This is an optimization exercise on Yosys and OpenROAD, whose aim is a short achievable clock period and few clock cycles per item, not a production implementation.
The RTL was checked by simulation tests, not by an equivalence proof against the original design.
No activity file was given, so power comes from the tool's default toggle rates.

--- flow/run.sh ---
#!/bin/bash
# synth_recipe.tcl (not shown) runs the flow's synth.tcl, then flattens the netlist and writes it again
# the make line also repeats each setting of config.mk as NAME=value (left out here)
make -C /OpenROAD-flow-scripts/flow DESIGN_CONFIG=/design/flow/config.mk WORK_HOME=/design/flow/orfs CLKGATE_MAP_FILE= SYNTH_SCRIPT=/design/flow/synth_recipe.tcl finish
--- flow/config.mk ---
export PLATFORM = sky130hd
export DESIGN_NAME = mem_issue_sched
export DESIGN_NICKNAME = mem_issue_sched
export VERILOG_FILES = /design/flow/design.v
export SDC_FILE = /design/flow/constraint.sdc
export NUM_CORES = 4
export LEC_CHECK = 0
export CAP_MARGIN = 20
export CORE_MARGIN = 2
export CORE_UTILIZATION = 40
export SLEW_MARGIN = 20
--- flow/constraint.sdc ---
create_clock -name core_clock -period 6.5 [get_ports {clock}]
set_input_delay 1.3000 -clock core_clock [delete_from_list [all_inputs] [get_ports {clock}]]
set_output_delay 1.3000 -clock core_clock [all_outputs]
set_load 0.01 [all_outputs]
--- flow/design.v ---
module mem_issue_sched #(
  parameter int NLD = 4,
  parameter int NST = 4
) (
  input  logic        clock,
  input  logic        resetn,
  input  logic        alloc_valid,
  input  logic        alloc_store,
  input  logic [31:0] alloc_address,
  input  logic [31:0] alloc_data,
  input  logic [4:0]  alloc_dst,
  output logic        rs_lok,
  output logic        rs_sok,
  output logic        rs_free,
  output logic        mem_req,
  output logic        mem_we,
  output logic [31:0] mem_addr,
  output logic [31:0] mem_wdata,
  input  logic        mem_ack,
  input  logic [31:0] mem_rdata,
  output logic [63:0] out_databus,
  output logic        write_databus,
  output logic [4:0]  out_dst,
  output logic [31:0] out_dst_data,
  output logic        write_dst
);
  typedef enum logic [1:0] {S_IDLE, S_REQ, S_DONE} state_t;
  state_t      state_q, state_d;
  logic [3:0]  seq_q, seq_d;
  logic [NLD-1:0] ld_busy_q, ld_busy_d;
  logic [31:0]    ld_addr_q [NLD];
  logic [31:0]    ld_addr_d [NLD];
  logic [4:0]     ld_dst_q  [NLD];
  logic [4:0]     ld_dst_d  [NLD];
  logic [3:0]     ld_seq_q  [NLD];
  logic [3:0]     ld_seq_d  [NLD];
  logic [NST-1:0] st_busy_q, st_busy_d;
  logic [31:0]    st_addr_q [NST];
  logic [31:0]    st_addr_d [NST];
  logic [31:0]    st_data_q [NST];
  logic [31:0]    st_data_d [NST];
  logic [3:0]     st_seq_q  [NST];
  logic [3:0]     st_seq_d  [NST];
  logic        cur_store_q, cur_store_d;
  logic [1:0]  cur_idx_q, cur_idx_d;
  logic        mem_req_q, mem_req_d;
  logic        mem_we_q, mem_we_d;
  logic [31:0] mem_addr_q, mem_addr_d;
  logic [31:0] mem_wdata_q, mem_wdata_d;
  logic        write_databus_q, write_databus_d;
  logic [63:0] out_databus_q, out_databus_d;
  logic        write_dst_q, write_dst_d;
  logic [4:0]  out_dst_q, out_dst_d;
  logic [31:0] out_dst_data_q, out_dst_data_d;
  logic        rs_lok_q, rs_lok_d;
  logic        rs_sok_q, rs_sok_d;
  logic        rs_free_q, rs_free_d;
  function automatic logic older(input logic [3:0] a, input logic [3:0] b);
    logic [3:0] diff;
    diff = b - a;
    older = (diff != 4'd0) && !diff[3];
  endfunction
  logic [NLD-1:0] ld_elig;
  logic           ld_ok, st_ok, ld_free_ok, st_free_ok, first, pick_store;
  logic [1:0]     ld_pick, st_pick, ld_free_idx, st_free_idx;
  always_comb begin
    st_ok   = 1'b0;
    st_pick = 2'd0;
    for (int i = 0; i < NST; i++) begin
      first = st_busy_q[i];
      for (int j = 0; j < NST; j++)
        if (j != i && st_busy_q[j] && !older(st_seq_q[i], st_seq_q[j])) first = 1'b0;
      if (first) begin
        st_ok   = 1'b1;
        st_pick = 2'(i);
      end
    end
    for (int i = 0; i < NLD; i++) begin
      ld_elig[i] = ld_busy_q[i];
      for (int j = 0; j < NST; j++)
        if (st_busy_q[j] && st_addr_q[j] == ld_addr_q[i] && older(st_seq_q[j], ld_seq_q[i]))
          ld_elig[i] = 1'b0;
    end
    ld_ok   = 1'b0;
    ld_pick = 2'd0;
    for (int i = 0; i < NLD; i++) begin
      first = ld_elig[i];
      for (int j = 0; j < NLD; j++)
        if (j != i && ld_elig[j] && !older(ld_seq_q[i], ld_seq_q[j])) first = 1'b0;
      if (first) begin
        ld_ok   = 1'b1;
        ld_pick = 2'(i);
      end
    end
    ld_free_ok  = 1'b0;
    ld_free_idx = 2'd0;
    for (int i = NLD - 1; i >= 0; i--)
      if (!ld_busy_q[i]) begin
        ld_free_ok  = 1'b1;
        ld_free_idx = 2'(i);
      end
    st_free_ok  = 1'b0;
    st_free_idx = 2'd0;
    for (int i = NST - 1; i >= 0; i--)
      if (!st_busy_q[i]) begin
        st_free_ok  = 1'b1;
        st_free_idx = 2'(i);
      end
    pick_store = st_ok && (!ld_ok || older(st_seq_q[st_pick], ld_seq_q[ld_pick]));
  end
  always_comb begin
    state_d         = state_q;
    seq_d           = seq_q;
    ld_busy_d       = ld_busy_q;
    for (int i = 0; i < NLD; i++) begin
      ld_addr_d[i]  = ld_addr_q[i];
      ld_dst_d[i]   = ld_dst_q[i];
      ld_seq_d[i]   = ld_seq_q[i];
    end
    st_busy_d       = st_busy_q;
    for (int i = 0; i < NST; i++) begin
      st_addr_d[i]  = st_addr_q[i];
      st_data_d[i]  = st_data_q[i];
      st_seq_d[i]   = st_seq_q[i];
    end
    cur_store_d     = cur_store_q;
    cur_idx_d       = cur_idx_q;
    mem_req_d       = mem_req_q;
    mem_we_d        = mem_we_q;
    mem_addr_d      = mem_addr_q;
    mem_wdata_d     = mem_wdata_q;
    write_databus_d = write_databus_q;
    out_databus_d   = out_databus_q;
    write_dst_d     = write_dst_q;
    out_dst_d       = out_dst_q;
    out_dst_data_d  = out_dst_data_q;
    if (alloc_valid) begin
      if (alloc_store && st_free_ok) begin
        st_busy_d[st_free_idx] = 1'b1;
        st_addr_d[st_free_idx] = alloc_address;
        st_data_d[st_free_idx] = alloc_data;
        st_seq_d[st_free_idx]  = seq_q;
        seq_d                  = seq_q + 4'd1;
      end else if (!alloc_store && ld_free_ok) begin
        ld_busy_d[ld_free_idx] = 1'b1;
        ld_addr_d[ld_free_idx] = alloc_address;
        ld_dst_d[ld_free_idx]  = alloc_dst;
        ld_seq_d[ld_free_idx]  = seq_q;
        seq_d                  = seq_q + 4'd1;
      end
    end
    case (state_q)
      S_IDLE: begin
        if (st_ok || ld_ok) begin
          cur_store_d = pick_store;
          cur_idx_d   = pick_store ? st_pick : ld_pick;
          mem_req_d   = 1'b1;
          mem_we_d    = pick_store;
          mem_addr_d  = pick_store ? st_addr_q[st_pick] : ld_addr_q[ld_pick];
          mem_wdata_d = pick_store ? st_data_q[st_pick] : 32'h0;
          state_d     = S_REQ;
        end
      end
      S_REQ: begin
        if (mem_ack) begin
          mem_req_d       = 1'b0;
          write_databus_d = 1'b1;
          out_databus_d   = {(cur_store_q ? 16'h0002 : 16'h0001), 16'h0000, mem_addr_q};
          if (!cur_store_q) begin
            write_dst_d    = 1'b1;
            out_dst_d      = ld_dst_q[cur_idx_q];
            out_dst_data_d = mem_rdata;
          end
          state_d = S_DONE;
        end
      end
      default: begin
        write_databus_d = 1'b0;
        write_dst_d     = 1'b0;
        if (cur_store_q) st_busy_d[cur_idx_q] = 1'b0;
        else             ld_busy_d[cur_idx_q] = 1'b0;
        state_d = S_IDLE;
      end
    endcase
    rs_lok_d  = ~&ld_busy_d;
    rs_sok_d  = ~&st_busy_d;
    rs_free_d = ~|ld_busy_d && ~|st_busy_d && (state_d == S_IDLE);
  end
  always_ff @(posedge clock) begin
    if (!resetn) begin
      state_q         <= S_IDLE;
      seq_q           <= 4'd0;
      ld_busy_q       <= '0;
      for (int i = 0; i < NLD; i++) begin
        ld_addr_q[i]  <= '0;
        ld_dst_q[i]   <= '0;
        ld_seq_q[i]   <= '0;
      end
      st_busy_q       <= '0;
      for (int i = 0; i < NST; i++) begin
        st_addr_q[i]  <= '0;
        st_data_q[i]  <= '0;
        st_seq_q[i]   <= '0;
      end
      cur_store_q     <= 1'b0;
      cur_idx_q       <= 2'd0;
      mem_req_q       <= 1'b0;
      mem_we_q        <= 1'b0;
      mem_addr_q      <= 32'h0;
      mem_wdata_q     <= 32'h0;
      write_databus_q <= 1'b0;
      out_databus_q   <= 64'h0;
      write_dst_q     <= 1'b0;
      out_dst_q       <= 5'd0;
      out_dst_data_q  <= 32'h0;
      rs_lok_q        <= 1'b1;
      rs_sok_q        <= 1'b1;
      rs_free_q       <= 1'b1;
    end else begin
      state_q         <= state_d;
      seq_q           <= seq_d;
      ld_busy_q       <= ld_busy_d;
      for (int i = 0; i < NLD; i++) begin
        ld_addr_q[i]  <= ld_addr_d[i];
        ld_dst_q[i]   <= ld_dst_d[i];
        ld_seq_q[i]   <= ld_seq_d[i];
      end
      st_busy_q       <= st_busy_d;
      for (int i = 0; i < NST; i++) begin
        st_addr_q[i]  <= st_addr_d[i];
        st_data_q[i]  <= st_data_d[i];
        st_seq_q[i]   <= st_seq_d[i];
      end
      cur_store_q     <= cur_store_d;
      cur_idx_q       <= cur_idx_d;
      mem_req_q       <= mem_req_d;
      mem_we_q        <= mem_we_d;
      mem_addr_q      <= mem_addr_d;
      mem_wdata_q     <= mem_wdata_d;
      write_databus_q <= write_databus_d;
      out_databus_q   <= out_databus_d;
      write_dst_q     <= write_dst_d;
      out_dst_q       <= out_dst_d;
      out_dst_data_q  <= out_dst_data_d;
      rs_lok_q        <= rs_lok_d;
      rs_sok_q        <= rs_sok_d;
      rs_free_q       <= rs_free_d;
    end
  end
  assign rs_lok        = rs_lok_q;
  assign rs_sok        = rs_sok_q;
  assign rs_free       = rs_free_q;
  assign mem_req       = mem_req_q;
  assign mem_we        = mem_we_q;
  assign mem_addr      = mem_addr_q;
  assign mem_wdata     = mem_wdata_q;
  assign write_databus = write_databus_q;
  assign out_databus   = out_databus_q;
  assign write_dst     = write_dst_q;
  assign out_dst       = out_dst_q;
  assign out_dst_data  = out_dst_data_q;
endmodule
==> impl_metrics.tcl <==
set metrics [dict create \
    hold_path.class "reg -> reg" \
    grt_max_degree 156 \
    clock.fmax_ghz 0.158 \
    cp-end-kind "register" \
    ant_nets 0 \
    dp_hpwl_mm 134 \
    timing.rr.end "mem_addr_q[7]" \
    cts_tree "yes" \
    timing.final.ws_setup_ps 181 \
    r2r_slack_ps 180 \
    max_stage_delay_ps 740 \
    grt_pass1_wl_mm 255 \
    synth_area_um2 36200 \
    synth_area_per_cell_um2 7.64 \
    multi_input_area_um2 21800 \
    viasPerCell 5.86 \
    worst_clock_skew_ps 29.2 \
    cts_made_buffers 70 \
    critPathLaunch "ld_addr_q[2][2]" \
    setup.worst_path.start_class "register" \
    drive_gt1_share_pct 9.73 \
    cp_max_fo 34 \
    clk_pin_slew_ps 60 \
    fin_util_pct 47.4 \
    synth_area_leader_cell "dfxtp_1" \
    grt-ovfl-total 0 \
    synth-edff-count 0 \
    cp_num_cells 23 \
    fin_crit_sh_pct 97.2 \
    setup_viol 0 \
    cp_num_buf_inv 3 \
    required_ps 7050 \
    clock-sinks 594 \
    rr_startpoint "ld_addr_q[2][2]" \
    nFillCells 8947 \
    worstPathCellList "xor2_1 > nor4_1 > buf_4 > o2111ai_1 > or4_1 > nand2_1 > nor3_1 > nor4b_4 > nand2_1 > nor2_1 > a21oi_1 > o221ai_1 > ha_1 > inv_1 > a21o_1 > a21o_1 > xnor2_1 > and4_1 > o31a_1 > o211a_2 > or3_2 > buf_12 > o311ai_1" \
    start_util_pct 40.3 \
    die_h_um 305 \
    critical_path_class "reg -> reg" \
    pre_cts_slack_ps 167 \
    ios 278 \
    hold_viol_final 0 \
    rr_worst_depth 23 \
    die_x_um 305 \
    drtIter0Drc 4242 \
    cts_buffer_depth 3 \
    synth_flop_cell "dfxtp_1" \
    period_minus_slack_ps 6320 \
    grt_util_all_layers_pct 38.1 \
    area_growth_pct 17.7 \
    path_delay_family "simple AND/OR/NAND/NOR gates" \
    ys_seq_elements 594 \
    maxCapViolCount 0 \
    drv_slew 0 \
    ys_warn_count 13 \
    synth-seq-area-share_pct 32.8 \
    syn_inst 4741 \
    clk_latency_ps 670 \
    via_count 35149 \
    async_flop_share_pct 0 \
    cts_max_level 3 \
    grt_pass1_vias 32505 \
    cts_root_buf "clkbuf_16" \
    critPathSlowestCell "dfxtp_1" \
    fin_hold_ws_ps 451 \
    grt_antenna_before_repair 16 \
    postCtsHoldBufs 0 \
    drt_pre_antenna_iters 8 \
    die_area_um2 92900 \
    fp.coreArea_um2 89900 \
    nets 5015 \
    power_density_nw_per_um2 218 \
    tightest_slew_ps 1170 \
    place_congestion 1.09 \
    drc 0 \
    io_buffers 247 \
    crit_end "mem_addr_q[7]" \
    slew_headroom_pct 21.7 \
    crit_arrival_ps 6870 \
    fp-row-count 110 \
    drt-total-wl_mm 182 \
    wl_per_cell_um 30.4 \
    ir_drop_v 0.000183 \
    status "timing/DRC/antenna clean" \
    yosys-top-cells-area "dfxtp_1, nand2_1, xor2_1" \
    p_leak_nw 17.2 \
    synthDistinctLibCells 78 \
    seq_area_um2 11900 \
    yosysTopAreaCellShare_pct 32.8 \
]
[how the worst min path moves through the flow]
stage	startpoint	endpoint	slack [ps]	depth (start not counted)
global placement	ld_dst_q[1][0]	ld_dst_q[1][0]	440	2
global route	st_data_q[1][26]	st_data_q[1][26]	470	2
detailed placement	st_data_q[1][26]	st_data_q[1][26]	450	2
floorplan	ld_dst_q[2][0]	ld_dst_q[2][0]	430	2
CTS	st_data_q[1][26]	st_data_q[1][26]	450	2
finish	ld_dst_q[1][0]	ld_dst_q[1][0]	450	2
[report_power, final]
part / switching, W / internal (W) / total (W) / leakage (nW)
Sequential: 0.000115 / 0.00371 / 0.00383 / 4.80
Clock: 0.00177 / 0.00253 / 0.00430 / 1.21
Combinational: 0.000784 / 0.000406 / 0.00119 / 11.2
Total: 0.00267 / 0.00665 / 0.00932 / 17.2
[synth_stat cells (all sizes together) (57+ instances only)]
| master | number |
|---|---|
| nor2 | 132 |
| dfxtp | 594 |
| a21oi | 621 |
| inv | 80 |
| clkbuf | 472 |
| o31ai | 64 |
| buf | 140 |
| nor4 | 88 |
| xnor2 | 206 |
| nand3 | 71 |
| nand4 | 57 |
| nor3 | 70 |
| nand2 | 1080 |
| xor2 | 401 |
| ha | 124 |
[metrics by stage]
step                TNS (ps)  total power (W)  instances  area, um2
detailed placement         0          0.00505       5855      40100
global route           -4.93          0.00955       5986      42600
finish                     0          0.00932       5994      42600
floorplan                  0          0.00445       4770      36300
global placement           0          0.00505       5855      40100
CTS                        0          0.00932       5981      42500
[logic make-up (layout without fill, tap and decap cells)]
family	count (synthesis)	after routing	synth area share, %
AO/OA/AOI/OAI	1022	1022	17.7
XOR/XNOR	607	607	14.7
adder cells (fa/ha/maj)	153	153	5.89
buffers and inverters	692	732	7.90
flip-flops	594	594	32.8
multiplexers	53	53	1.64
other	1	38	0.0104
AND/OR/NAND/NOR	1619	1619	19.3
[layout make-up]
class                   count  share of cell area [%]
diodes                      8                  0.0470
clock buffers             100                    4.77
clock inverters            26                    1.03
inverters                  80                   0.740
multi-input cells        3484                    51.0
flip-flops and latches    594                    27.9
well taps                1176                    3.45
repair buffers            526                    11.0
[worst register-to-register path, stage by stage (launching register included)]
cell and delay (ps):
dfxtp_1 740, xor2_1 170, nor4_1 620, buf_4 240
o2111ai_1 100, or4_1 570, nand2_1 140, nor3_1 90
nor4b_4 400, nand2_1 210, nor2_1 130, a21oi_1 50
o221ai_1 230, ha_1 180, inv_1 60, a21o_1 150
a21o_1 230, xnor2_1 160, and4_1 200, o31a_1 230
o211a_2 270, or3_2 520, buf_12 210, o311ai_1 320
[repair_timing]
action | 4_1_cts | 5_1_grt
endpoints found under the setup margin | 0 | 67
buffers inserted | 0 | 5
resized for setup | 0 | 11
[flip-flops by register name, indices dropped and copies added (netlist names), 2 cells and up]
register	cells
ld_seq_q	16
out_dst_q	5
st_data_q	128
st_busy_q	4
ld_busy_q	4
ld_dst_q	20
st_seq_q	16
st_addr_q	128
out_databus_q	34
mem_wdata_q	32
state_q	2
cur_idx_q	2
mem_addr_q	32
out_dst_data_q	32
ld_addr_q	128
seq_q	4
[cell usage in the layout (no fill, tap or decap), types with 48 or more instances in the layout]
master,n
clkbuf_16,71
dfxtp_1,593
nand3_1,69
nor3_1,65
nor2_1,128
nand2_1,1079
nor4_1,84
a21oi_1,621
buf_4,268
nand4_1,57
ha_1,124
o31ai_1,64
inv_1,77
mux2i_1,48
xor2_1,401
xnor2_1,205
clkdlybuf4s50_1,246
[per-layer routing]
layer / vias up / GRT usage [%] / part of all wire [%]
li1: 15848 / - / -
met1: 17204 / 50.7 / 42
met2: 1698 / 59.4 / 45
met3: 383 / 6.15 / 7.9
met4: 16 / 19.5 / 5.8
met5: - / 0 / 0.060
Testbench counts, summed over its fixed seeds: cycles 9,608, items 3,200.

==> what the ideal ports hide <==
The flow's constraints put no driver on any port. The routed layout listed below was extracted and timed again, unchanged, in two steps.
Step 1 (the two cells are an assumption about what drives the block):
set clk [get_ports {clock}]
set_driving_cell -lib_cell sky130_fd_sc_hd__clkbuf_16 $clk
set_driving_cell -lib_cell sky130_fd_sc_hd__buf_2 [delete_from_list [all_inputs] $clk]
Step 2 moves the port delays by t, midway between the first and last clock arrival at a register: inputs arrive t later, outputs are due t later. That takes back most of the time a late clock gives input paths.
a / b / c = no drivers / after step 1 / after step 2; a / b = the first two.
shift t [ns]: 0.720
slack for setup (ns): 0.181 / 0.181 / 0.181
cell pins on the clock port's net: 1
After both steps setup and hold are still met in this run. For this run, drivers alone change the setup slack by 0.000 ns; drivers and shift together by 0.000 ns.
